From an optimization exercise on the open Yosys and OpenROAD flow, aimed at small area, a short achievable clock period and few clock cycles per item; shortcuts taken in it are not production practice. In this exercise RTL edits were held to simulation tests only and were not proved equivalent to the original. Power figures rest on the tool's default switching activity, not on a simulated workload.

===== flow/flow/run.sh =====
#!/bin/bash
# The standard layout, with the port buffers that placement inserts
# made of sky130_fd_sc_hd__buf_2 cells instead of the default choice.
# The make output of the whole flow goes to standard.log; ORFS keeps each
# step's log under orfs/logs.
set -euo pipefail
export BUFFER_PORTS_ARGS="-buffer_cell sky130_fd_sc_hd__buf_2"
bash standard.sh > standard.log 2>&1

===== flow/design.v =====
`default_nettype none
package nps_pkg;
    localparam int NUM_PROCESSES_DEF = 8;
    localparam int ARR_W      = 16;
    localparam int BUR_W      = 16;
    localparam int PRI_W      = 8;
    localparam int KEY_W      = 16;
    localparam int TIME_W     = 24;
    localparam int PROC_W     = 3;
    localparam int MODE_W     = 2;
    localparam int CTX_W      = 8;
    localparam int CFG_IDX_W  = 1;
    localparam int CFG_DATA_W = 8;
    localparam logic [MODE_W-1:0] MODE_FCFS = 2'd0;
    localparam logic [MODE_W-1:0] MODE_SJF  = 2'd1;
    localparam logic [MODE_W-1:0] MODE_PRIO = 2'd2;
    localparam logic [CFG_IDX_W-1:0] REG_MODE   = 1'b0;
    localparam logic [CFG_IDX_W-1:0] REG_CTX_SW = 1'b1;
    typedef struct packed {
        logic [ARR_W-1:0] arrival;
        logic [BUR_W-1:0] burst;
        logic [PRI_W-1:0] prio;
    } t_rec;
    localparam int REC_W = ARR_W + BUR_W + PRI_W;
    function automatic logic [KEY_W-1:0] key_of(input logic [MODE_W-1:0] mode,
                                                input t_rec rec);
        logic [KEY_W-1:0] key;
        unique case (mode)
            MODE_FCFS: key = rec.arrival;
            MODE_SJF:  key = rec.burst;
            default:   key = {{(KEY_W-PRI_W){1'b0}}, rec.prio};
        endcase
        key_of = key;
    endfunction
endpackage
`default_nettype wire
`default_nettype none
module nps_ram #(
    parameter int WIDTH = 8,
    parameter int DEPTH = 8
) (
    input  wire logic                                  i_clk,
    input  wire logic                                  i_we,
    input  wire logic [(DEPTH > 1 ? $clog2(DEPTH) : 1)-1:0] i_waddr,
    input  wire logic [WIDTH-1:0]                      i_wdata,
    input  wire logic [(DEPTH > 1 ? $clog2(DEPTH) : 1)-1:0] i_raddr,
    output logic      [WIDTH-1:0]                      o_rdata
);
    logic [WIDTH-1:0] r_mem [DEPTH];
    always_ff @(posedge i_clk) begin
        if (i_we) begin
            r_mem[i_waddr] <= i_wdata;
        end
        o_rdata <= r_mem[i_raddr];
    end
endmodule
`default_nettype wire
`default_nettype none
module nonpreemptive_process_scheduler #(
    parameter int NUM_PROCESSES = nps_pkg::NUM_PROCESSES_DEF
) (
    input  wire logic                             i_clk,
    input  wire logic                             i_rst_n,
    input  wire logic                             i_cfg_we,
    input  wire logic [nps_pkg::CFG_IDX_W-1:0]    i_cfg_idx,
    input  wire logic [nps_pkg::CFG_DATA_W-1:0]   i_cfg_data,
    input  wire logic                             i_req_valid,
    output      logic                             o_req_ready,
    input  wire logic [nps_pkg::ARR_W-1:0]        i_req_arrival_time,
    input  wire logic [nps_pkg::BUR_W-1:0]        i_req_burst_time,
    input  wire logic [nps_pkg::PRI_W-1:0]        i_req_priority_level,
    input  wire logic                             i_req_last_process,
    output      logic                             o_res_valid,
    input  wire logic                             i_res_ready,
    output      logic [nps_pkg::PROC_W-1:0]       o_res_process,
    output      logic [nps_pkg::TIME_W-1:0]       o_res_start_time,
    output      logic [nps_pkg::TIME_W-1:0]       o_res_finish_time,
    output      logic [nps_pkg::TIME_W-1:0]       o_res_waiting_time,
    output      logic [nps_pkg::TIME_W-1:0]       o_res_end_time,
    output      logic                             o_res_last_result
);
    localparam int P   = NUM_PROCESSES;
    localparam int IW  = (P > 1) ? $clog2(P) : 1;
    localparam int TW  = nps_pkg::TIME_W;
    localparam int AW  = nps_pkg::ARR_W;
    localparam int BW  = nps_pkg::BUR_W;
    localparam int PW  = nps_pkg::PRI_W;
    localparam int KW  = nps_pkg::KEY_W;  
    localparam int GW  = 3;              
    logic [nps_pkg::MODE_W-1:0]     r_mode;
    logic [nps_pkg::CTX_W-1:0]      r_ctx;
    logic [P-1:0]                   r_vld;
    logic [GW-1:0]                  r_tag  [P];
    logic [IW-1:0]                  r_slot [P];
    logic [AW-1:0]                  r_arr  [P];
    logic [BW-1:0]                  r_bur  [P];
    logic [PW-1:0]                  r_pri  [P];
    logic [P-1:0]                   r_kb   [P];    
    logic [P-1:0]                   r_ab   [P];    
    logic [GW-1:0]                  r_ltag;
    logic [IW-1:0]                  r_lslot;
    logic [GW-1:0]                  r_stag;
    logic                           r_first;
    logic [P-1:0]                   r_aw;        
    logic                           r_aw_ok;     
    logic                           r_out_vld;
    logic [nps_pkg::PROC_W-1:0]     r_out_proc;
    logic [TW-1:0]                  r_out_start;
    logic [AW-1:0]                  r_out_arr;
    logic [TW-1:0]                  r_out_end;
    logic                           r_out_last;
    assign o_res_valid        = r_out_vld;
    assign o_res_process      = r_out_proc;
    assign o_res_start_time   = r_out_start;
    function automatic logic [TW-1:0] sub_of(input logic [TW-1:0] a, input logic [TW-1:0] b);
        logic [31:0] g;
        logic [31:0] p;
        logic [31:0] gn;
        logic [31:0] pn;
        logic [TW-1:0] x;
        g = '0;
        p = '0;
        for (int i = 0; i < TW; i++) begin
            x[i] = a[i] ^ !b[i];
            g[i] = a[i] && !b[i];
            p[i] = x[i];
        end
        g[0] = g[0] || p[0];
        for (int lv = 0; lv < 5; lv++) begin
            gn = g;
            pn = p;
            for (int i = 0; i < 32; i++) begin
                if (i >= (1 << lv)) begin
                    gn[i] = g[i] || (p[i] && g[i - (1 << lv)]);
                    pn[i] = p[i] && p[i - (1 << lv)];
                end
            end
            g = gn;
            p = pn;
        end
        sub_of[0] = !x[0];
        for (int i = 1; i < TW; i++) sub_of[i] = x[i] ^ g[i-1];
    endfunction
    assign o_res_finish_time  = sub_of(r_out_end, {{(TW-nps_pkg::CTX_W){1'b0}}, r_ctx});
    assign o_res_waiting_time = sub_of(r_out_start, {{(TW-AW){1'b0}}, r_out_arr});
    assign o_res_end_time     = r_out_end;
    assign o_res_last_result  = r_out_last;
    logic [KW-1:0]                  wr_key;
    logic                           in_acc;
    logic                           mv;
    logic                           closes;
    logic [P-1:0]                   wsel;        
    logic [P-1:0]                   wen;         
    logic                           has_free;
    logic                           gen_room;
    logic                           pick;
    logic [P-1:0]                   sel;
    function automatic logic [KW-1:0] key_sel(input logic [nps_pkg::MODE_W-1:0] mode,
                                              input logic [BW-1:0] b,
                                              input logic [PW-1:0] p);
        if (mode == nps_pkg::MODE_SJF) key_sel = b;
        else                           key_sel = {{(KW-PW){1'b0}}, p};
    endfunction
    function automatic logic [1:0] cmp_of(input logic [KW-1:0] a, input logic [KW-1:0] b);
        logic [31:0] l;
        logic [31:0] g;
        l = '0;
        g = '0;
        for (int i = 0; i < KW; i++) begin
            l[i] = !a[i] && b[i];
            g[i] = a[i] && !b[i];
        end
        for (int lv = 0; lv < 5; lv++) begin
            for (int i = 0; i < (16 >> lv); i++) begin
                l[i] = l[2*i+1] || (!g[2*i+1] && l[2*i]);
                g[i] = g[2*i+1] || (!l[2*i+1] && g[2*i]);
            end
        end
        cmp_of = {l[0], g[0]};
    endfunction
    assign wr_key = key_sel(r_mode, i_req_burst_time, i_req_priority_level);
    always_comb begin
        wsel = '0;
        for (int i = P - 1; i >= 0; i--) begin
            if (!r_vld[i]) wsel = P'(1) << i;
        end
    end
    assign has_free    = !(&r_vld);
    assign gen_room    = (GW'(r_ltag - r_stag) != {GW{1'b1}});
    assign o_req_ready = gen_room && (has_free || pick);
    assign in_acc      = i_req_valid && o_req_ready;
    assign mv          = in_acc;
    assign wen         = {P{mv}} & (has_free ? wsel : sel);
    assign closes      = i_req_last_process || (r_lslot == IW'(P - 1));
    logic [P-1:0]                   new_klt;     
    logic [P-1:0]                   new_alt;     
    always_comb begin
        for (int q = 0; q < P; q++) begin
            logic [KW-1:0] kq;
            logic [1:0]    kc;
            logic [1:0]    ac;
            kq = key_sel(r_mode, r_bur[q], r_pri[q]);
            kc         = cmp_of(wr_key, kq);
            ac         = cmp_of({{(KW-AW){1'b0}}, i_req_arrival_time}, {{(KW-AW){1'b0}}, r_arr[q]});
            new_klt[q] = (r_mode == nps_pkg::MODE_FCFS) ? ac[1] : kc[1];
            new_alt[q] = ac[1] || (!ac[0] && new_klt[q]);
        end
    end
    logic [P-1:0]                   memb;
    logic [P-1:0]                   cand;
    logic                           any_cand;
    logic [P-1:0]                   kwin;
    logic [P-1:0]                   aw2;         
    logic [P-1:0]                   nmemb;       
    logic [P-1:0]                   nawin;       
    logic                           new_first;   
    logic                           new_nfirst;  
    logic [P-1:0]                   aw_nxt;
    logic                           aw_ok_nxt;
    logic                           sched_ok;
    logic                           out_free;
    logic                           sel_last;
    logic [BW+1:0]                  k_end [P];   
    logic [BW+1:0]                  kw_end;
    logic [TW-BW-1:0]               t_hi_inc1;
    logic [TW-BW-1:0]               t_hi_inc2;
    logic [AW-1:0]                  kw_arr;
    logic [IW-1:0]                  kw_slot;
    logic [AW-1:0]                  aw_arr;
    logic [BW-1:0]                  aw_bur;
    logic [IW-1:0]                  aw_slot;
    logic [TW-1:0]                  aw_end;
    logic [TW-1:0]                  sel_start;
    logic [AW-1:0]                  sel_arr;
    logic [IW-1:0]                  sel_slot;
    logic [TW-1:0]                  sel_end;
    function automatic logic kb_of(input int i, input int j);
        if (i < j) kb_of = r_kb[i][j];
        else       kb_of = !r_kb[j][i];
    endfunction
    function automatic logic ab_of(input int i, input int j);
        if (i < j) ab_of = r_ab[i][j];
        else       ab_of = !r_ab[j][i];
    endfunction
    always_comb begin
        for (int i = 0; i < P; i++) begin
            logic [1:0] tc;
            tc       = cmp_of({{(KW-AW){1'b0}}, r_arr[i]}, {{(KW-AW){1'b0}}, r_out_end[AW-1:0]});
            memb[i]  = r_vld[i] && (r_tag[i] == r_stag);
            nmemb[i] = r_vld[i] && (r_tag[i] == GW'(r_stag + GW'(1)));
            cand[i]  = memb[i] && !r_first &&
                       ((r_out_end[TW-1:AW] != '0) || !tc[0]);
            k_end[i] = {2'b0, r_out_end[BW-1:0]} + {2'b0, r_bur[i]} +
                       {{(BW+2-nps_pkg::CTX_W){1'b0}}, r_ctx};
        end
        any_cand = |cand;
        for (int i = 0; i < P; i++) begin
            kwin[i]  = cand[i];
            aw2[i]   = memb[i] && !r_aw[i];
            nawin[i] = nmemb[i];
            for (int j = 0; j < P; j++) begin
                if (j != i) begin
                    if (cand[j] && !kb_of(i, j)) kwin[i] = 1'b0;
                    if (memb[j] && !r_aw[j] && !ab_of(i, j)) aw2[i] = 1'b0;
                    if (nmemb[j] && !ab_of(i, j)) nawin[i] = 1'b0;
                end
            end
        end
        new_first  = !(|(r_aw & ~new_alt));
        new_nfirst = !(|(nawin & ~new_alt));
        kw_end  = '0;
        kw_arr  = '0;
        kw_slot = '0;
        aw_arr  = '0;
        aw_bur  = '0;
        aw_slot = '0;
        for (int i = 0; i < P; i++) begin
            kw_end  = kw_end  | ({(BW+2){kwin[i]}} & k_end[i]);
            kw_arr  = kw_arr  | ({AW{kwin[i]}} & r_arr[i]);
            kw_slot = kw_slot | ({IW{kwin[i]}} & r_slot[i]);
            aw_arr  = aw_arr  | ({AW{r_aw[i]}} & r_arr[i]);
            aw_bur  = aw_bur  | ({BW{r_aw[i]}} & r_bur[i]);
            aw_slot = aw_slot | ({IW{r_aw[i]}} & r_slot[i]);
        end
        aw_end = {{(TW-AW){1'b0}}, aw_arr} + {{(TW-BW){1'b0}}, aw_bur} +
                 {{(TW-nps_pkg::CTX_W){1'b0}}, r_ctx};
        sel       = any_cand ? kwin : r_aw;
        sel_start = any_cand ? r_out_end : {{(TW-AW){1'b0}}, aw_arr};
        sel_arr   = any_cand ? kw_arr : aw_arr;
        sel_slot  = any_cand ? kw_slot : aw_slot;
        t_hi_inc1 = r_out_end[TW-1:BW] + (TW-BW)'(1);
        t_hi_inc2 = r_out_end[TW-1:BW] + (TW-BW)'(2);
        sel_end   = any_cand ? {(kw_end[BW+1] ? t_hi_inc2 :
                                 kw_end[BW]   ? t_hi_inc1 : r_out_end[TW-1:BW]),
                                kw_end[BW-1:0]}
                             : aw_end;
        sel_last  = 1'b1;
        for (int i = 0; i < P; i++) begin
            for (int j = i + 1; j < P; j++) begin
                if (memb[i] && memb[j]) sel_last = 1'b0;
            end
        end
    end
    assign sched_ok = (r_stag != r_ltag);
    assign out_free = !r_out_vld || i_res_ready;
    assign pick     = r_aw_ok && out_free;
    always_comb begin
        if (!r_aw_ok) begin
            aw_nxt    = (mv && (r_ltag == r_stag) && new_first) ? wen : r_aw;
            aw_ok_nxt = sched_ok || (mv && closes);
        end else if (pick && sel_last) begin
            aw_nxt    = (mv && (r_ltag == GW'(r_stag + GW'(1))) && new_nfirst) ? wen : nawin;
            aw_ok_nxt = (GW'(r_stag + GW'(1)) != r_ltag) || (mv && closes);
        end else if (pick && (!any_cand || (|(kwin & r_aw)))) begin
            aw_nxt    = aw2;
            aw_ok_nxt = 1'b1;
        end else begin
            aw_nxt    = r_aw;
            aw_ok_nxt = 1'b1;
        end
    end
    always_ff @(posedge i_clk) begin
        if (!i_rst_n) begin
            r_mode    <= nps_pkg::MODE_FCFS;
            r_ctx     <= '0;
            r_vld     <= '0;
            r_ltag    <= '0;
            r_lslot   <= '0;
            r_stag    <= '0;
            r_first   <= 1'b1;
            r_aw_ok   <= 1'b0;
            r_aw      <= '0;
            r_out_vld <= 1'b0;
        end else begin
            r_aw_ok <= aw_ok_nxt;
            r_aw    <= aw_nxt;
            if (i_cfg_we) begin
                if (i_cfg_idx == nps_pkg::REG_MODE) r_mode <= i_cfg_data[nps_pkg::MODE_W-1:0];
                else                                r_ctx  <= i_cfg_data[nps_pkg::CTX_W-1:0];
            end
            if (mv) begin
                if (closes) begin
                    r_ltag  <= r_ltag + GW'(1);
                    r_lslot <= '0;
                end else begin
                    r_lslot <= r_lslot + IW'(1);
                end
            end
            for (int i = 0; i < P; i++) begin
                if (wen[i])                 r_vld[i] <= 1'b1;
                else if (pick && sel[i])    r_vld[i] <= 1'b0;
            end
            if (pick) begin
                r_out_vld <= 1'b1;
                r_first   <= sel_last;
                if (sel_last) r_stag <= r_stag + GW'(1);
            end else if (i_res_ready) begin
                r_out_vld <= 1'b0;
            end
        end
    end
    always_ff @(posedge i_clk) begin
        for (int i = 0; i < P; i++) begin
            if (wen[i]) begin
                r_arr[i]  <= i_req_arrival_time;
                r_bur[i]  <= i_req_burst_time;
                r_pri[i]  <= i_req_priority_level;
                r_slot[i] <= r_lslot;
                r_tag[i]  <= r_ltag;
            end
        end
        for (int i = 0; i < P; i++) begin
            for (int j = i + 1; j < P; j++) begin
                if (wen[i]) begin
                    r_kb[i][j] <= new_klt[j];
                    r_ab[i][j] <= new_alt[j];
                end else if (wen[j]) begin
                    r_kb[i][j] <= !new_klt[i];
                    r_ab[i][j] <= !new_alt[i];
                end
            end
        end
        if (pick) begin
            r_out_proc  <= nps_pkg::PROC_W'(sel_slot);
            r_out_start <= sel_start;
            r_out_arr   <= sel_arr;
            r_out_end   <= sel_end;
            r_out_last  <= sel_last;
        end
    end
endmodule
`default_nettype wire

===== flow/config.mk =====
export PLATFORM = sky130hd
export DESIGN_NAME = nonpreemptive_process_scheduler
export DESIGN_NICKNAME = nonpreemptive_process_scheduler
export VERILOG_FILES = /design/flow/design.v
export SDC_FILE = /design/flow/constraint.sdc
export NUM_CORES = 4
export LEC_CHECK = 0
export CAP_MARGIN = 20
export CORE_MARGIN = 2
export CORE_UTILIZATION = 40
export SLEW_MARGIN = 20

===== flow/constraint.sdc =====
create_clock -name core_clock -period 5.5 [get_ports {i_clk}]
set_input_delay 1.1000 -clock core_clock [delete_from_list [all_inputs] [get_ports {i_clk}]]
set_output_delay 1.1000 -clock core_clock [all_outputs]
set_load 0.01 [all_outputs]

===== flow/standard.sh =====
#!/bin/bash
# synth_recipe.tcl (not shown) runs the flow's synth.tcl, then flattens the netlist and writes it again
# the make line also repeats each setting of config.mk as NAME=value (left out here)
make -C /OpenROAD-flow-scripts/flow DESIGN_CONFIG=/design/flow/config.mk WORK_HOME=/design/flow/orfs CLKGATE_MAP_FILE= SYNTH_SCRIPT=/design/flow/synth_recipe.tcl "${@:-finish}"

==> results of run 1 <==
## metrics by stage
step	cell area, sq um	setup slack (ns)	hold WS, ns
5_1_grt	47400	0.00789	0.574
4_1_cts	47300	0.00898	0.543
2_1_floorplan	41800	0.539	0.470
6_report	47400	0.287	0.540
3_5_place_dp	45400	0.180	0.533
3_3_place_gp	45400	0.174	0.527
## worst max-delay path, stage by stage (launching register included)
cell      delay (ns)
edfxtp_1        0.38
buf_4           0.28
inv_1           0.11
buf_4           0.19
fa_1            0.46
inv_1           0.08
a21oi_1         0.07
o21ai_0         0.27
a21o_1          0.27
nand2_1         0.11
a21oi_1         0.19
o21ai_0         0.12
buf_4           0.20
nor2b_1         0.18
nand2_1         0.14
nor3_1          0.07
xor2_1          0.16
buf_2           0.15
## power by group through the flow
stage	Sequential [uW]	Combinational [uW]	Clock, uW
6_report	5410	11800	3980
5_1_grt	5430	12900	4170
4_1_cts	5380	11600	4040
3_5_place_dp	5470	11500	0
3_3_place_gp	5460	11400	0
2_1_floorplan	5430	7600	0
## final timing paths
kind	endpoint	start	depth (start not counted)	slack (ns)
worst min register to register	r_vld[5]	r_vld[5]	2	0.54
worst max-delay path	o_res_finish_time[22]	r_out_end[1]	17	0.29
worst min-delay path	r_vld[5]	r_vld[5]	2	0.54
worst max register to register	r_out_end[23]	r_out_end[1]	17	0.29
## registers in the layout (all words and copies together) (netlist names), 24 cells and up
name and flops:
r_out_end 24, r_ab 28, r_out_start 24, r_bur 128
r_arr 128, r_slot 24, r_tag 24, r_pri 64
r_kb 28
## routing by layer
layer	part of all wire [%]	wire, microns	GRT usage (%)
met4	5.1	8930	14.4
met1	41	71600	43.7
met3	11	19200	6.57
met2	43	76400	49.4
met5	0.017	30	0
## logic make-up (layout without fill, tap and decap cells)
logic type      Yosys count  count (layout)  synth area share (%)
other cells               0               2                     0
flops                   530             530                  37.2
mux                      12              12                 0.300
simple gates           1177            1177                  14.5
xor+xnor                201             201                  4.23
buf+inv                 479             780                  4.62
fa+ha+maj               498             498                  15.4
compound gates         1411            1411                  23.7
## Yosys cell counts (40+ instances only)
library cell	count	area, sq um
a22oi_1	213	1600
nand4_1	43	269
nor2b_1	135	845
o22ai_1	60	375
xnor2_1	147	1290
edfxtp_1	492	14800
a21o_1	61	458
clkbuf_1	115	432
nand2b_1	128	801
a221oi_1	64	561
nor3_1	69	345
a211oi_1	40	300
fa_1	84	1680
inv_1	263	987
nand3_1	95	475
ha_1	241	3020
o21ai_0	208	1040
a21oi_1	266	1330
nor2_1	239	897
maj3_1	168	1680
xor2_1	53	464
nand2_1	293	1100
## cell usage in the layout (no fill, tap or decap), drive strengths merged, types with 24 or more instances in the layout
cell | synthesis | layout
a21oi | 267 | 267
o21bai | 26 | 26
edfxtp | 492 | 492
fa | 84 | 84
nand3 | 95 | 95
buf | 83 | 389
a221o | 26 | 26
ha | 241 | 241
a221oi | 65 | 65
nor2 | 239 | 239
nor3 | 70 | 70
o2111ai | 29 | 29
o21a | 32 | 32
xor2 | 54 | 54
clkinv | 7 | 31
a21o | 61 | 61
nand4 | 43 | 43
o221ai | 26 | 26
a22oi | 213 | 213
o211ai | 39 | 39
dfxtp | 38 | 38
o22ai | 62 | 62
a22o | 24 | 24
o21ai | 242 | 242
clkbuf | 115 | 70
inv | 274 | 278
a2111oi | 26 | 26
nand2 | 294 | 294
a31oi | 42 | 42
nor2b | 135 | 135
nand2b | 129 | 129
a211oi | 40 | 40
xnor2 | 147 | 147
and2 | 28 | 28
maj3 | 173 | 173
## repair_timing
action                     4_1_cts  5_1_grt
setup buffers                    1        3
hold endpoints to repair         0        0
gates resized for setup         11       10
pin swaps                        1        5
setup endpoints to repair        5        9
## cell type report
class | count | area (sq um) | area share (%)
Timing Repair Buffer | 389 | 2740 | 5.78
Inverter | 281 | 1060 | 2.23
Clock buffer | 70 | 1560 | 3.29
Tap cell | 1380 | 1730 | 3.65
Clock inverter | 40 | 333 | 0.703
Antenna cell | 2 | 5.00 | 0.0106
Sequential cell | 530 | 15500 | 32.8
Multi-Input combinational cell | 3299 | 24400 | 51.5
==> reports/qor.txt, run 1 <==
status - finished clean
Post-Route Setup TNS - 0 ns
Net Sw Frac - 44.4%
drt drc - 0
max-slew violations - 0
fmax - 192 MHz
sequential share of the synthesized area - 37.2%
number of global-route vias before repair - 37300
maximum vdd drop - 0.300 mV
Mean Syn Cell Area - 9.69 sq um
Synth Register Bits - 530
combinational share of power - 55.7%
RSZ-0062 raised after global routing - false
Net Switching - 9420 uW
Rows - 118
Critical Path RT - 4.40 ns
initial antenna violation count - 4
total grt overflow - 0
Die X - 327 microns
min Tclk post-route - 5.21 ns
H-tree Lvls - 2
Lkg Pwr - 0.0179 uW
Rel. slew slack - 34.1%
total power - 21200 uW
Top Ports - 157
DR WL/cell - 29.4 microns
Setup Skew - 0.0440 ns
Final setup viols - 0
pin count of the biggest net entering global routing - 44
worst min path class - flip-flop to flip-flop
post-synthesis cell area - 41800 sq um
Cell Int Power - 11800 uW
nets@finish - 4940
first-pass GRT wire length - 255000 microns
# fillers - 9910
hold buffers post-CTS - 0
Initial Util - 40.3%
Die Footprint - 107000 sq um
Worst Tran Pin Value - 0.963 ns
area grow syn2layout - 13.4%
EDFF count, synth - 492
dpl cells - 5875
DRT Pass-1 Iters - 8
Global Route Usage Sum - 32.2%
syn_nets - 4688
Setup Crit Path Kind - flip-flop to output pin
Final HPWL DP - 135000 microns
Tcrit/Tclk final - 94.8%
startpoint types - flip-flop
drt total wl - 176000 microns
hold violation total from the final report - 0
maximum buffer depth of the clock tree - 3
clk sinks - 530
cts bufs inserted - 59
sequential power share - 25.5%
pwr dens - 448 nW/um^2
crit end category - output pin
initial DRC count - 5141
vias - 38900
CTS root buf - clkbuf_16
Synth Flop Type - edfxtp_1
Clock power frac - 18.8%
DIE HEIGHT - 327 microns
worst skew pair latency - 0.69 ns
CP Max Fanout - 14
# Max-Cap Violations - 0
clock transition at the registers of the reported paths - 0.06 ns
Routed Antenna Nets - 0
CP Data Arrival Time - 4.11 ns
Post-synth ARST share - 0%
Ys Warns - 9
TritonCTS clock tree - done
Final Non-Filler Cells - 5991
Syn Inst Count - 4308
global placement routability congestion - 1.02
end-of-flow core utilization - 45.8%
fraction of layout cells with a size suffix above 1 - 12.7%
Port Buf Inserts - 156
post-DR vias/cell - 6.49
Distinct cells, synth - 118
Placeable Area - 103000 sq um
Testbench counts, summed over its fixed seeds: cycles 2,613, items 2,397.
==> inputs of run 2 (changes only) <==
--- a/flow/design.v
+++ b/flow/design.v
@@ -109,9 +109,6 @@
     logic [AW-1:0]                  r_out_arr;
     logic [TW-1:0]                  r_out_end;
     logic                           r_out_last;
-    assign o_res_valid        = r_out_vld;
-    assign o_res_process      = r_out_proc;
-    assign o_res_start_time   = r_out_start;
     function automatic logic [TW-1:0] sub_of(input logic [TW-1:0] a, input logic [TW-1:0] b);
         logic [31:0] g;
         logic [31:0] p;
@@ -141,6 +138,9 @@
         sub_of[0] = !x[0];
         for (int i = 1; i < TW; i++) sub_of[i] = x[i] ^ g[i-1];
     endfunction
+    assign o_res_valid        = r_out_vld;
+    assign o_res_process      = r_out_proc;
+    assign o_res_start_time   = r_out_start;
     assign o_res_finish_time  = sub_of(r_out_end, {{(TW-nps_pkg::CTX_W){1'b0}}, r_ctx});
     assign o_res_waiting_time = sub_of(r_out_start, {{(TW-AW){1'b0}}, r_out_arr});
     assign o_res_end_time     = r_out_end;
--- a/flow/config.mk
+++ b/flow/config.mk
@@ -8,4 +8,5 @@
 export CAP_MARGIN = 20
 export CORE_MARGIN = 2
 export CORE_UTILIZATION = 40
+export SETUP_SLACK_MARGIN = 0.2
 export SLEW_MARGIN = 20
==> run 2 against run 1 <==
  * Routed wire length is essentially flat
  * Highest routed layer unchanged
  * Still clean
  * Critical endpoint is now r_ab[1][2]
  * Area after synthesis is the same
  * Sequential power is essentially flat
==> reports/qor.txt, run 2 <==
Largest regs - r_arr (128), r_bur (128), r_pri (64)
DIE HEIGHT - 327 microns
Critical Path RT - 5.89 ns
drt total wl - 176000 microns
Rows - 118
pwr dens - 449 nW/um^2
worst skew pair latency - 0.69 ns
cts bufs inserted - 59
hold wc startpoint - r_out_vld
setup ws final - 0.293 ns
commonest non-fill, non-tap cells in the layout - edfxtp_1, nand2_1, a21oi_1
most frequent cell after synthesis - edfxtp_1
Top Ports - 157
Synth Flop Type - edfxtp_1
crit path from - r_out_end[16]
RSZ-0062 raised after global routing - true
fraction of layout cells with a size suffix above 1 - 13.1%
maximum buffer depth of the clock tree - 3
Initial Util - 40.3%
syn_nets - 4688
post-synthesis cell area - 41800 sq um
sequential share of the synthesized area - 37.2%
Final HPWL DP - 135000 microns
Tcrit/Tclk final - 94.7%
Post-synth ARST share - 0%
Die Footprint - 107000 sq um
DR WL/cell - 29.4 microns
Setup Skew - 0.0458 ns
Post-synth top cells - edfxtp_1, nand2_1, a21oi_1
Post-Route Setup TNS - 0 ns
CP Data Arrival Time - 5.60 ns
Syn Inst Count - 4308
most common cell after layout, fill and taps aside - edfxtp_1
CTS root buf - clkbuf_16
Mean Syn Cell Area - 9.69 sq um
startpoint types - flip-flop
Global Route Usage Sum - 32.2%
number of global-route vias before repair - 37300
Setup Crit Path Kind - flip-flop to flip-flop
DRT Pass-1 Iters - 9
vias - 38700
# fillers - 9912
post-DR vias/cell - 6.46
initial antenna violation count - 4
total power - 21300 uW
CP Max Fanout - 19
TritonCTS clock tree - done
first-pass GRT wire length - 255000 microns
Final setup viols - 0
fmax - 192 MHz
max-slew violations - 0
nets@finish - 4944
Rel. slew slack - 35.3%
drt drc - 0
DP Worst Slack - 0.180 ns
global placement routability congestion - 1.02
Lkg Pwr - 0.0179 uW
min Tclk post-route - 5.21 ns
hold violation total from the final report - 0
Critical Path End - r_ab[1][2]
Critical R2R Capture - r_ab[1][2]
Synth area leaders - edfxtp_1, ha_1, fa_1
EDFF count, synth - 492
worst r2r src - r_out_end[16]
worst min path class - flip-flop to flip-flop
Ys Warns - 9
crit end category - flip-flop
status - finished clean
reg2reg setup slack - 0.29 ns
Synth area leader - edfxtp_1
Synth top area share - 35.4%
clk sinks - 530
Routed Antenna Nets - 0
total grt overflow - 0
Distinct cells, synth - 118
pin count of the biggest net entering global routing - 44
Worst Tran Pin Value - 0.946 ns
Placeable Area - 103000 sq um
# Max-Cap Violations - 0
R2R cell count - 17
Synth Register Bits - 530
clock transition at the registers of the reported paths - 0.06 ns
maximum vdd drop - 0.297 mV
initial DRC count - 5033
footprint of the multi-input gates - 24500 sq um
register area - 15500 sq um
Die X - 327 microns
H-tree Lvls - 2
Port Buf Inserts - 156
area grow syn2layout - 13.7%
-- run 2: cell counts after synthesis --
No cell type changed its count.
-- run 2: per-stage QoR --
step	util (%)	cell area [sq um]	hold WS (ns)	instances
floorplan	-	41800	0.470	4308
global placement	43.8	45400	0.527	5874
detailed placement	43.8	45400	0.533	5875
CTS	45.7	47300	0.543	5987
global route	45.9	47500	0.574	5993
finish	45.9	47500	0.537	5994
-- run 2: area by class of cell --
class / instances / share of cell area, %
Clock buffer: 70 / 3.29
Tap cell: 1380 / 3.64
Timing Repair Buffer: 393 / 5.87
Antenna cell: 1 / 0.00527
Clock inverter: 40 / 0.701
Inverter: 281 / 2.23
Multi-Input combinational cell: 3299 / 51.5
Sequential cell: 530 / 32.7
-- run 2: cells by family (layout without fill, tap and decap cells) --
logic type,count (synthesis),after routing,share of synthesized area [%]
AND/OR/NAND/NOR,1177,1177,14.5
AO/OA/AOI/OAI,1411,1411,23.7
buffers and inverters,479,784,4.62
other,0,1,0
XOR/XNOR,201,201,4.23
multiplexers,12,12,0.300
flip-flops,530,530,37.2
adder cells (fa/ha/maj),498,498,15.4
-- run 2: worst min path at each step --
stage,to,slack [ns],cells after the start
after detailed placement,r_vld[5],0.53,2
after CTS,r_vld[5],0.54,2
after global placement,r_vld[5],0.53,2
after floorplan,r_aw[7],0.47,2
final,r_out_vld,0.54,2
after global routing,r_out_vld,0.57,2
-- run 2: critical path, cell delays in order (launching register included) --
cell and delay [ns]:
edfxtp_1 0.36, buf_4 0.17, inv_1 0.20, ha_1 0.20, nor3b_2 0.30, a21oi_1 0.23
a311o_1 0.37, or4b_4 0.57, o21ai_4 0.26, o22ai_1 0.13, a211o_1 0.31, nor3_4 0.41
buf_4 0.39, a21oi_1 0.10, o22a_1 0.21, buf_4 0.22, nand2_1 0.26, o21ai_1 0.20
-- run 2: what timing repair did --
action	CTS	global route
buffers inserted	2	6
gates resized for setup	20	22
pin swaps	9	17
hold buffers	0	0
endpoints found under the setup margin	12	24
-- run 2: report_power, final --
part	switching (uW)	internal, uW	total [uW]
Combinational	7150	4770	11900
Clock	1770	2210	3980
Sequential	521	4880	5400
Total	9430	11900	21300
-- run 2: metal layers --
layer / GRT usage [%] / share of wire, % / vias to the layer above / wire length (microns)
met2: 49.4 / 43 / 2364 / 76200
met1: 43.8 / 41 / 18900 / 71900
met4: 14.4 / 5.1 / 4 / 9040
met5: 0 / 0.019 / - / 33
li1: - / - / 17000 / -
met3: 6.53 / 11 / 462 / 18800
Testbench counts of run 2, summed over its fixed seeds: cycles 2,613, items 2,397.
==> inputs of run 3 (changes only) <==
--- a/flow/config.mk
+++ b/flow/config.mk
@@ -8,5 +8,6 @@
 export CAP_MARGIN = 20
 export CORE_MARGIN = 2
 export CORE_UTILIZATION = 40
-export SETUP_SLACK_MARGIN = 0.2
+export CTS_CLUSTER_DIAMETER = 80
+export CTS_CLUSTER_SIZE = 20
 export SLEW_MARGIN = 20
==> run 3 against run 2 <==
  * Synthesized cell count stayed put
  * Hold slack better by 0.0099 ns
  * Sequential cell count stayed put
  * Total power is 4.4% lower
  * Clock power is 21% lower
  * Global-route usage is 0.088 points lower
  * Clock skew is 0.0037 ns higher
  * Non-clock buffer count is 4 lower
  * Maximum frequency is 0.74% lower
  * Critical path type unchanged
  * Highest routed layer unchanged
==> reports/qor.txt, run 3 <==
status - finished clean
fraction of layout cells with a size suffix above 1 - 12.2%
CTS root buf - clkbuf_16
end-of-flow core utilization - 45.2%
Setup Crit Path Kind - flip-flop to flip-flop
Final setup viols - 0
Final Instance Area - 46800 sq um
critical path's largest stage delay - 0.58 ns
crit path from - r_out_end[16]
Synth area leaders - edfxtp_1, ha_1, fa_1
slowest CP cell - or4b_4
drt total wl - 176000 microns
Tcrit/Tclk final - 95.4%
Worst Tran Pin Value - 0.960 ns
global placement routability congestion - 1.02
clock transition at the registers of the reported paths - 0.09 ns
drt drc - 0
worst r2r src - r_out_end[16]
most common cell after layout, fill and taps aside - edfxtp_1
Die X - 327 microns
fmax - 191 MHz
Hold EP - r_out_vld
nets@finish - 4921
Largest regs - r_arr (128), r_bur (128), r_pri (64)
Post-synth top cells - edfxtp_1, nand2_1, a21oi_1
most frequent cell after synthesis - edfxtp_1
crit end category - flip-flop
worst skew pair latency - 0.65 ns
Synth Flop Type - edfxtp_1
clk sinks - 530
initial DRC count - 5628
commonest non-fill, non-tap cells in the layout - edfxtp_1, nand2_1, a21oi_1
post-synthesis cell area - 41800 sq um
Port Buf Inserts - 156
total grt overflow - 0
maximum vdd drop - 0.285 mV
Die Footprint - 107000 sq um
DRT Pass-1 Iters - 8
Synth Register Bits - 530
Final HPWL DP - 135000 microns
post-DR vias/cell - 6.48
Placeable Area - 103000 sq um
number of global-route vias before repair - 37100
Critical R2R Capture - r_aw[3]
max-slew violations - 0
Distinct cells, synth - 118
reg2reg setup slack - 0.25 ns
initial antenna violation count - 3
Syn Inst Count - 4308
Synth area leader - edfxtp_1
Post-Route Setup TNS - 0 ns
CP most frequent cell - buf_4
Ys Warns - 9
Critical Path RT - 6.03 ns
vias - 38500
CP bufs+invs - 3
Global Route Usage Sum - 32.1%
Rel. slew slack - 34.3%
worst min path class - flip-flop to flip-flop
H-tree Lvls - 2
syn_nets - 4688
sequential share of the synthesized area - 37.2%
Post-synth ARST share - 0%
DR WL/cell - 29.6 microns
pin count of the biggest net entering global routing - 44
Mean Syn Cell Area - 9.69 sq um
# Max-Cap Violations - 0
Lkg Pwr - 0.0176 uW
Setup Skew - 0.0495 ns
dpl cell area - 45400 sq um
hold buffers post-CTS - 0
cts bufs inserted - 40
Top Ports - 157
startpoint types - flip-flop
min Tclk post-route - 5.25 ns
maximum buffer depth of the clock tree - 3
RSZ-0062 raised after global routing - false
TritonCTS clock tree - done
CP Max Fanout - 19
R2R cell count - 17
first-pass GRT wire length - 254000 microns
area grow syn2layout - 12.0%
pwr dens - 435 nW/um^2
CP Data Arrival Time - 5.78 ns
Crit path max-delay family - compound AO/OA/AOI/OAI gates
hold depth - 2
hold violation total from the final report - 0
Initial Util - 40.3%
DIE HEIGHT - 327 microns
Synth top area share - 35.4%
Routed Antenna Nets - 0
cells along the critical path - buf_4, inv_1, ha_1, nor3b_2, a21oi_1, a311o_1, or4b_4, o21ai_4, o22ai_1, a211o_1, nor3_4, buf_4, a221oi_1, and3_1, a31oi_4, o21ai_1, o32ai_1
EDFF count, synth - 492
Rows - 118
total power - 20400 uW
hold wc startpoint - r_out_vld
run 3: cell counts after synthesis:
No cell type changed its count.
run 3: how the worst max path moves through the flow:
stage	to	slack [ns]	depth (start not counted)
global route	o_res_waiting_time[18]	0.02	17
CTS	o_res_waiting_time[21]	0.02	15
finish	r_aw[3]	0.25	17
detailed placement	r_out_end[23]	0.18	17
global placement	r_out_end[23]	0.17	17
floorplan	r_out_end[23]	0.54	16
run 3: area by class of cell:
| class | count | area, sq um |
|---|---|---|
| fill | 9926 | 56700 |
| tap | 1380 | 1730 |
| sequential | 530 | 15500 |
| clock inverter | 19 | 245 |
| antenna | 1 | 2.50 |
| clock buffer | 50 | 1050 |
| timing repair buffer | 389 | 2740 |
| multi-input combinational | 3299 | 24400 |
| inverter | 281 | 1060 |
run 3: cells by family after synthesis:
group                      after synthesis  synth area share, %
AOI/OAI and AO/OA                     1411                 23.7
xor gates and xnor gates               201                 4.23
DFF                                    530                 37.2
and+or+nand+nor                       1177                 14.5
muxes                                   12                0.300
buffers and inverters                  479                 4.62
adders and majority gates              498                 15.4
run 3: worst register-to-register path: cells and delay by family, from the launching register on:
kind	cells	cell delay [ns]
compound gates	9	2.31
buf+inv	3	0.75
fa+ha+maj	1	0.20
simple gates	4	1.51
flops	1	0.37
run 3: report_power, final:
part | switching, uW | internal (uW) | leakage [uW]
Sequential | 535 | 4870 | 0.00484
Combinational | 7120 | 4710 | 0.0121
Clock | 1690 | 1440 | 0.000630
Total | 9340 | 11000 | 0.0176
run 3: routing by layer:
layer,wire [microns],global-route usage [%],share of wire (%)
met4,8260,13.4,4.7
met5,12,0,0.0068
met1,72300,43.9,41
met2,76900,49.5,44
met3,18400,6.38,10
run 3: what timing repair did:
item / CTS / global route
gates resized for setup: 9 / 12
pin swaps: 1 / 4
endpoints found under the setup margin: 5 / 9
buffers inserted: 1 / 3
run 3: stage by stage:
step	hold slack (ns)	std cells	setup WS, ns
after floorplan	0.470	4308	0.539
after global placement	0.527	5874	0.174
after detailed placement	0.533	5875	0.180
after CTS	0.546	5945	0.0154
after global routing	0.579	5948	0.0157
final	0.547	5949	0.255
==> inputs of run 4 (changes only) <==
--- a/flow/config.mk
+++ b/flow/config.mk
@@ -9,5 +9,5 @@
 export CORE_MARGIN = 2
 export CORE_UTILIZATION = 40
 export CTS_CLUSTER_DIAMETER = 80
-export CTS_CLUSTER_SIZE = 20
+export CTS_CLUSTER_SIZE = 25
 export SLEW_MARGIN = 20
==> run 4 against run 3 <==
  * Final area is essentially flat
  * Routed wire length decreased by 0.36%
  * Die area did not move
  * Critical path depth did not move
  * Global-route usage shrank 0.090 points
  * Still clean
  * Combinational power hardly changed
  * Maximum frequency shrank 0.50%
  * Synthesized cell count did not move
  * Hold slack got worse by 0.0016 ns
==> reports/qor.txt, run 4 <==
total grt overflow - 0
Top Ports - 157
Tcrit/Tclk final - 95.8%
vias - 38300
Min Hold Slack - 0.546 ns
H-tree Lvls - 2
end-of-flow core utilization - 45.2%
clk sinks - 530
R2R cell count - 17
most frequent cell after synthesis - edfxtp_1
DRT Pass-1 Iters - 7
Synth Register Bits - 530
global placement routability congestion - 1.02
drt drc - 0
worst r2r src - r_out_end[16]
reg2reg setup slack - 0.23 ns
Final HPWL DP - 135000 microns
RSZ-0062 raised after global routing - true
drt total wl - 175000 microns
dpl cell area - 45400 sq um
Die Footprint - 107000 sq um
status - finished clean
Post-synth top cells - edfxtp_1, nand2_1, a21oi_1
Rows - 118
DIE HEIGHT - 327 microns
TritonCTS clock tree - done
worst min path class - flip-flop to flip-flop
worst skew pair latency - 0.64 ns
nets@finish - 4917
crit path from - r_out_end[16]
cells along the critical path - buf_4, inv_1, ha_1, nor3b_2, a21oi_1, a311o_1, or4b_4, o21ai_4, o22ai_1, a211o_1, nor3_4, buf_4, a21oi_1, o22a_1, buf_4, nand2_1, o21ai_1
initial antenna violation count - 3
CP bufs+invs - 4
Die X - 327 microns
cts bufs inserted - 35
instance count on the critical path - 17
first-pass GRT wire length - 253000 microns
Crit path max-delay family - compound AO/OA/AOI/OAI gates
Synth area leaders - edfxtp_1, ha_1, fa_1
slowest CP cell - or4b_4
Final Instance Area - 46700 sq um
pwr dens - 435 nW/um^2
CP Max Fanout - 19
# fillers - 9912
CP most frequent cell - buf_4
Synth area leader - edfxtp_1
Critical R2R Capture - r_ab[1][2]
Port Buf Inserts - 156
hold violation total from the final report - 0
initial DRC count - 5293
Worst Tran Pin Value - 1.04 ns
clock transition at the registers of the reported paths - 0.09 ns
number of global-route vias before repair - 37000
CP Data Arrival Time - 5.62 ns
Final setup viols - 0
Global Route Usage Sum - 32.0%
max-slew violations - 0
Initial Util - 40.3%
fraction of layout cells with a size suffix above 1 - 12.2%
Setup Crit Path Kind - flip-flop to flip-flop
crit end category - flip-flop
DR WL/cell - 29.5 microns
hold buffers post-CTS - 0
Setup Skew - 0.0540 ns
critical path's largest stage delay - 0.58 ns
pin count of the biggest net entering global routing - 44
most common cell after layout, fill and taps aside - edfxtp_1
maximum buffer depth of the clock tree - 3
maximum vdd drop - 0.272 mV
Mean Syn Cell Area - 9.69 sq um
# Max-Cap Violations - 0
Critical Path End - r_ab[1][2]
Routed Antenna Nets - 0
Lkg Pwr - 0.0176 uW
fmax - 190 MHz
Distinct cells, synth - 118
Synth Flop Type - edfxtp_1
post-DR vias/cell - 6.45
Critical Path RT - 5.84 ns
sequential share of the synthesized area - 37.2%
commonest non-fill, non-tap cells in the layout - edfxtp_1, nand2_1, a21oi_1
syn_nets - 4688
Syn Inst Count - 4308
Placeable Area - 103000 sq um
EDFF count, synth - 492
startpoint types - flip-flop
area grow syn2layout - 12.0%
Rel. slew slack - 29.1%
Ys Warns - 9
Synth top area share - 35.4%
post-synthesis cell area - 41800 sq um
CTS root buf - clkbuf_16
Post-synth ARST share - 0%
min Tclk post-route - 5.27 ns
Largest regs - r_arr (128), r_bur (128), r_pri (64)
[run 4: cell types whose count changed in the layout (fill, tap and decap cells not counted), moves of 2 or more]
| cell | previous run | this run |
|---|---|---|
| bufinv_16 | 0 | 3 |
| clkbuf_1 | 9 | 0 |
| clkbuf_16 | 40 | 36 |
| clkinv_1 | 4 | 7 |
| clkinv_4 | 1 | 3 |
| clkinv_8 | 2 | 4 |
| clkinvlp_4 | 0 | 2 |
| inv_6 | 4 | 1 |
[run 4: routing by layer]
layer  vias up  share of wire, %  global-route usage [%]
met3       410                10                    6.25
met5         -            0.0068                       0
met4         2               4.8                    13.2
li1      16900                 -                       -
met1     18800                41                    43.8
met2      2244                44                    49.5
[run 4: logic make-up (layout without fill, tap and decap cells)]
group                      after synthesis  after routing  synth area share (%)
AOI/OAI and AO/OA                     1411           1411                  23.7
muxes                                   12             12                 0.300
adders and majority gates              498            498                  15.4
and+or+nand+nor                       1177           1177                  14.5
xor gates and xnor gates               201            201                  4.23
DFF                                    530            530                  37.2
buffers and inverters                  479            734                  4.62
other                                    0              1                     0
[run 4: power by group]
group | switching [uW] | total (uW) | leakage, uW | internal (uW)
Clock | 1650 | 3090 | 0.000613 | 1430
Sequential | 539 | 5410 | 0.00484 | 4870
Combinational | 7110 | 11800 | 0.0121 | 4710
Total | 9300 | 20300 | 0.0176 | 11000
[run 4: per-stage QoR]
stage	TNS (ns)	power (uW)	instances	worst slack, ns
6_report	0	20300	5944	0.229
5_1_grt	-0.0113	21600	5943	-0.0113
4_1_cts	0	20100	5939	0.0415
3_5_place_dp	0	16900	5875	0.180
3_3_place_gp	0	16800	5874	0.174
2_1_floorplan	0	13000	4308	0.539
[run 4: worst min-delay path: stages, from the launching register on]
cell and delay, ns:
dfxtp_1 0.31, nand2b_1 0.11, a21oi_1 0.08
[run 4: area by class of cell]
| class | count | area (sq um) | share of cell area, % |
|---|---|---|---|
| Sequential cell | 530 | 15500 | 33.3 |
| Tap cell | 1380 | 1730 | 3.69 |
| Clock buffer | 36 | 901 | 1.93 |
| Multi-Input combinational cell | 3299 | 24400 | 52.2 |
| Timing Repair Buffer | 390 | 2750 | 5.87 |
| Antenna cell | 1 | 2.50 | 0.00535 |
| Inverter | 281 | 1060 | 2.26 |
| Clock inverter | 27 | 369 | 0.790 |
[run 4: repair_timing]
action,4_1_cts,5_1_grt
resized for setup,9,10
pin swaps,1,5
endpoints found under the setup margin,5,9
setup buffers,1,4
[run 4: worst min-delay path by stage]
stage	start	slack (ns)	to	depth (start not counted)
finish	r_out_vld	0.55	r_out_vld	2
detailed placement	r_vld[5]	0.53	r_vld[5]	2
global placement	r_vld[5]	0.53	r_vld[5]	2
CTS	r_vld[5]	0.55	r_vld[5]	2
floorplan	r_aw[7]	0.47	r_aw[7]	2
global route	r_out_vld	0.58	r_out_vld	2
==> inputs of run 5 (changes only) <==
--- a/flow/design.v
+++ b/flow/design.v
@@ -85,7 +85,8 @@
     localparam int AW  = nps_pkg::ARR_W;
     localparam int BW  = nps_pkg::BUR_W;
     localparam int PW  = nps_pkg::PRI_W;
-    localparam int KW  = nps_pkg::KEY_W;  
+    localparam int CW  = BW + 1;         
+    localparam int KW  = CW;             
     localparam int GW  = 3;              
     logic [nps_pkg::MODE_W-1:0]     r_mode;
     logic [nps_pkg::CTX_W-1:0]      r_ctx;
@@ -93,7 +94,7 @@
     logic [GW-1:0]                  r_tag  [P];
     logic [IW-1:0]                  r_slot [P];
     logic [AW-1:0]                  r_arr  [P];
-    logic [BW-1:0]                  r_bur  [P];
+    logic [CW-1:0]                  r_bc   [P];    
     logic [PW-1:0]                  r_pri  [P];
     logic [P-1:0]                   r_kb   [P];    
     logic [P-1:0]                   r_ab   [P];    
@@ -145,6 +146,7 @@
     assign o_res_waiting_time = sub_of(r_out_start, {{(TW-AW){1'b0}}, r_out_arr});
     assign o_res_end_time     = r_out_end;
     assign o_res_last_result  = r_out_last;
+    logic [CW-1:0]                  in_bc;
     logic [KW-1:0]                  wr_key;
     logic                           in_acc;
     logic                           mv;
@@ -156,9 +158,9 @@
     logic                           pick;
     logic [P-1:0]                   sel;
     function automatic logic [KW-1:0] key_sel(input logic [nps_pkg::MODE_W-1:0] mode,
-                                              input logic [BW-1:0] b,
+                                              input logic [CW-1:0] bc,
                                               input logic [PW-1:0] p);
-        if (mode == nps_pkg::MODE_SJF) key_sel = b;
+        if (mode == nps_pkg::MODE_SJF) key_sel = bc;
         else                           key_sel = {{(KW-PW){1'b0}}, p};
     endfunction
     function automatic logic [1:0] cmp_of(input logic [KW-1:0] a, input logic [KW-1:0] b);
@@ -178,7 +180,8 @@
         end
         cmp_of = {l[0], g[0]};
     endfunction
-    assign wr_key = key_sel(r_mode, i_req_burst_time, i_req_priority_level);
+    assign in_bc  = {1'b0, i_req_burst_time} + {{(CW-nps_pkg::CTX_W){1'b0}}, r_ctx};
+    assign wr_key = key_sel(r_mode, in_bc, i_req_priority_level);
     always_comb begin
         wsel = '0;
         for (int i = P - 1; i >= 0; i--) begin
@@ -199,7 +202,7 @@
             logic [KW-1:0] kq;
             logic [1:0]    kc;
             logic [1:0]    ac;
-            kq = key_sel(r_mode, r_bur[q], r_pri[q]);
+            kq = key_sel(r_mode, r_bc[q], r_pri[q]);
             kc         = cmp_of(wr_key, kq);
             ac         = cmp_of({{(KW-AW){1'b0}}, i_req_arrival_time}, {{(KW-AW){1'b0}}, r_arr[q]});
             new_klt[q] = (r_mode == nps_pkg::MODE_FCFS) ? ac[1] : kc[1];
@@ -227,7 +230,7 @@
     logic [AW-1:0]                  kw_arr;
     logic [IW-1:0]                  kw_slot;
     logic [AW-1:0]                  aw_arr;
-    logic [BW-1:0]                  aw_bur;
+    logic [CW-1:0]                  aw_bc;
     logic [IW-1:0]                  aw_slot;
     logic [TW-1:0]                  aw_end;
     logic [TW-1:0]                  sel_start;
@@ -250,8 +253,7 @@
             nmemb[i] = r_vld[i] && (r_tag[i] == GW'(r_stag + GW'(1)));
             cand[i]  = memb[i] && !r_first &&
                        ((r_out_end[TW-1:AW] != '0) || !tc[0]);
-            k_end[i] = {2'b0, r_out_end[BW-1:0]} + {2'b0, r_bur[i]} +
-                       {{(BW+2-nps_pkg::CTX_W){1'b0}}, r_ctx};
+            k_end[i] = {2'b0, r_out_end[BW-1:0]} + {1'b0, r_bc[i]};
         end
         any_cand = |cand;
         for (int i = 0; i < P; i++) begin
@@ -272,18 +274,17 @@
         kw_arr  = '0;
         kw_slot = '0;
         aw_arr  = '0;
-        aw_bur  = '0;
+        aw_bc   = '0;
         aw_slot = '0;
         for (int i = 0; i < P; i++) begin
             kw_end  = kw_end  | ({(BW+2){kwin[i]}} & k_end[i]);
             kw_arr  = kw_arr  | ({AW{kwin[i]}} & r_arr[i]);
             kw_slot = kw_slot | ({IW{kwin[i]}} & r_slot[i]);
             aw_arr  = aw_arr  | ({AW{r_aw[i]}} & r_arr[i]);
-            aw_bur  = aw_bur  | ({BW{r_aw[i]}} & r_bur[i]);
+            aw_bc   = aw_bc   | ({CW{r_aw[i]}} & r_bc[i]);
             aw_slot = aw_slot | ({IW{r_aw[i]}} & r_slot[i]);
         end
-        aw_end = {{(TW-AW){1'b0}}, aw_arr} + {{(TW-BW){1'b0}}, aw_bur} +
-                 {{(TW-nps_pkg::CTX_W){1'b0}}, r_ctx};
+        aw_end = {{(TW-AW){1'b0}}, aw_arr} + {{(TW-CW){1'b0}}, aw_bc};
         sel       = any_cand ? kwin : r_aw;
         sel_start = any_cand ? r_out_end : {{(TW-AW){1'b0}}, aw_arr};
         sel_arr   = any_cand ? kw_arr : aw_arr;
@@ -363,7 +364,7 @@
         for (int i = 0; i < P; i++) begin
             if (wen[i]) begin
                 r_arr[i]  <= i_req_arrival_time;
-                r_bur[i]  <= i_req_burst_time;
+                r_bc[i]   <= in_bc;
                 r_pri[i]  <= i_req_priority_level;
                 r_slot[i] <= r_lslot;
                 r_tag[i]  <= r_ltag;
--- a/flow/config.mk
+++ b/flow/config.mk
@@ -8,6 +8,4 @@
 export CAP_MARGIN = 20
 export CORE_MARGIN = 2
 export CORE_UTILIZATION = 40
-export CTS_CLUSTER_DIAMETER = 80
-export CTS_CLUSTER_SIZE = 25
 export SLEW_MARGIN = 20
==> run 5 against run 4 <==
  * Worst setup slack got worse by 0.072 ns
  * Count of clock-buffer cells in the layout up 43
  * Largest power group unchanged
  * First-iteration DRC count is 9.2% higher
  * Still clean
==> reports/qor.txt, run 5 <==
clk sinks - 538
commonest non-fill, non-tap cells in the layout - edfxtp_1, buf_4, nand2_1
clock transition at the registers of the reported paths - 0.06 ns
Synth area leaders - edfxtp_1, ha_1, a22oi_1
TritonCTS clock tree - done
Synth Area in Compound Gates - 27.6%
CP Data Arrival Time - 4.24 ns
hold buffers post-CTS - 0
Final setup viols - 0
setup ws final - 0.157 ns
Post-Synth XOR/XNOR Area - 4.48%
Post-synth top cells - edfxtp_1, nand2_1, a21oi_1
fmax - 187 MHz
Synth top area share - 36.6%
Port Buf Inserts - 156
pin count of the biggest net entering global routing - 83
worst min path class - flip-flop to flip-flop
syn_nets - 4654
Rows - 117
Largest regs - r_bc (136), r_arr (128), r_pri (64)
global placement routability congestion - 1.03
H-tree Lvls - 3
Lkg Pwr - 0.0187 uW
Synth Register Bits - 538
area grow syn2layout - 18.6%
Final HPWL DP - 137000 microns
Synth Area in Simple Gates - 14.5%
Rel. slew slack - 31.3%
slowest CP cell - or3_4
post-synthesis cell area - 41000 sq um
Worst Tran Pin Value - 1.03 ns
min Tclk post-route - 5.34 ns
Global Route Usage Sum - 33.3%
Syn Inst Count - 4400
drt drc - 0
most common cell after layout, fill and taps aside - edfxtp_1
maximum vdd drop - 0.307 mV
Top Ports - 157
sequential share of the synthesized area - 38.5%
Placeable Area - 102000 sq um
maximum buffer depth of the clock tree - 3
Tcrit/Tclk final - 97.1%
Synth area leader - edfxtp_1
most frequent cell after synthesis - edfxtp_1
nets@finish - 5084
drt total wl - 179000 microns
initial DRC count - 5782
DP Worst Slack - -0.555 ns
total power - 20500 uW
Post-synth ARST share - 0%
CP Max Fanout - 3
hold violation total from the final report - 0
DRT Pass-1 Iters - 9
CTS root buf - clkbuf_16
Routed Antenna Nets - 0
vias - 40700
DIE HEIGHT - 324 microns
DR WL/cell - 28.6 microns
Setup Crit Path Kind - flip-flop to output pin
multiplexer share of the synthesized area - 0.220%
Distinct cells, synth - 115
Ys Warns - 9
cells along the critical path - inv_2, ha_2, fa_2, inv_1, a21oi_1, o21ai_1, a21o_1, a21oi_2, o21bai_1, a21o_1, or3_4, or3_4, nor3_2, buf_4, nand3_2, nor4_4, xnor2_1, buf_2
main combinational cell family by area after synthesis - compound AO/OA/AOI/OAI gates
EDFF count, synth - 500
Die Footprint - 105000 sq um
pwr dens - 421 nW/um^2
reg2reg setup slack - 0.17 ns
status - finished clean
Die X - 324 microns
max-slew violations - 0
initial antenna violation count - 9
Initial Util - 40.3%
worst skew pair latency - 0.68 ns
Synth Flop Type - edfxtp_1
Min Hold Slack - 0.523 ns
Largest Register - r_bc
crit end category - output pin
critical path's largest stage delay - 0.40 ns
Critical Path RT - 4.40 ns
Largest register FFs - 136
first-pass GRT wire length - 257000 microns
startpoint types - flip-flop
fraction of layout cells with a size suffix above 1 - 16.6%
total grt overflow - 0
cts bufs inserted - 66
post-DR vias/cell - 6.50
# Max-Cap Violations - 0
Post-Synth Adder-Cell Area - 10.0%
Mean Syn Cell Area - 9.31 sq um
number of global-route vias before repair - 38100
Setup Skew - 0.0584 ns
==> run 5: cell count changes after synthesis, moves of 27 or more <==
cell,change
ha_1,-55
nand2b_1,-52
a21o_1,+32
or3_1,+29
a31oi_1,+32
fa_1,-71
o21ai_0,+51
and3_1,+31
nor2b_1,-55
clkbuf_1,+38
a21oi_1,+27
==> run 5: worst paths after layout <==
kind / start / endpoint / cells after the start
setup / recovery: r_out_end[0] / o_res_finish_time[22] / 18
setup reg to reg: r_out_end[0] / r_out_end[19] / 18
hold reg to reg: r_mode[0] / r_mode[0] / 2
hold / removal: r_mode[0] / r_mode[0] / 2
==> run 5: worst max-delay path: cells and delay by family, from the launching register on <==
kind / cells / cell delay (ns)
XOR/XNOR: 1 / 0.14
AO/OA/AOI/OAI: 6 / 1.04
AND/OR/NAND/NOR: 5 / 1.18
buffers and inverters: 4 / 0.42
adder cells (fa/ha/maj): 2 / 0.39
flip-flops: 1 / 0.39
==> run 5: metrics by stage <==
| step | cell area [sq um] | std cells | utilization [%] | TNS, ns |
|---|---|---|---|---|
| 6_report | 48600 | 6256 | 47.7 | 0 |
| 3_5_place_dp | 46100 | 6123 | 45.3 | -4.29 |
| 5_1_grt | 48600 | 6250 | 47.7 | -0.0159 |
| 2_1_floorplan | 41000 | 4400 | - | 0 |
| 4_1_cts | 48400 | 6247 | 47.6 | 0 |
| 3_3_place_gp | 46100 | 6123 | 45.3 | -3.67 |
==> run 5: cell type report <==
class	count	area [sq um]
tap	1368	1710
clock inverter	41	517
multi-input combinational	3377	23500
inverter	275	1030
fill	9697	53200
antenna	6	15.0
timing repair buffer	572	4310
sequential	538	15800
clock buffer	79	1720
==> run 5: routing by layer <==
| metal | vias to the layer above | share of wire [%] | track usage, % |
|---|---|---|---|
| li1 | 17900 | - | - |
| met1 | 19600 | 40 | 44.8 |
| met2 | 2612 | 43 | 50.0 |
| met3 | 476 | 12 | 8.60 |
| met4 | 12 | 4.9 | 15.3 |
| met5 | - | 0.047 | 0 |
==> run 5: report_power, final <==
part | internal [uW] | total [uW] | switching [uW]
combinational | 4150 | 10400 | 6290
sequential | 4970 | 5470 | 505
clock | 2580 | 4560 | 1980
==> run 5: cells by family (layout without fill, tap and decap cells) <==
logic type	Yosys count	after routing
AOI/OAI and AO/OA	1611	1611
and+or+nand+nor	1198	1198
DFF	538	538
buffers and inverters	485	967
adders and majority gates	351	351
xor gates and xnor gates	208	208
muxes	9	9
other	0	6
==> run 5: what timing repair did <==
action	4_1_cts	5_1_grt
pin swaps	10	10
buffers inserted	4	3
endpoints found under the setup margin	20	84
gates resized for setup	31	24
Testbench counts of run 5, summed over its fixed seeds: cycles 2,613, items 2,397.

-- separate check: timing with driven ports --
In the flow no input, the clock included, has a driving cell. The finished layouts below were timed again as built, in two steps. Step 1, drivers: a clkbuf_16 drives i_clk and a buf_2 each remaining input, both assumed. Step 2, shift: input delay + t, output delay - t, t = (earliest + latest rising clock arrival at the registers) / 2. This alone moves slack from input paths to output paths. Three values: ideal ports, drivers, drivers and shift; two values: the first two.
run | t (ns) | slack for setup (ns) | slew at the worst register clock pin (ns) | worst data-port slew with drivers (ns)
run 1 | 0.742 | 0.287 / 0.216 / 0.209 | 0.08 / 0.08 | 0.07
run 2 | 0.740 | 0.293 / 0.293 / 0.293 | 0.07 / 0.07 | 0.07
run 3 | 0.704 | 0.255 / 0.223 / 0.255 | 0.09 / 0.09 | 0.08
run 4 | 0.692 | 0.229 / 0.229 / 0.218 | 0.11 / 0.11 | 0.07
run 5 | 0.724 | 0.157 / 0.084 / -0.439 | 0.07 / 0.07 | 0.05
Met with ideal ports but missed after step 2: setup timing in run 5. The setup slack of run 5, which loses most, moves by -0.073 ns with the drivers and by -0.596 ns with both steps.
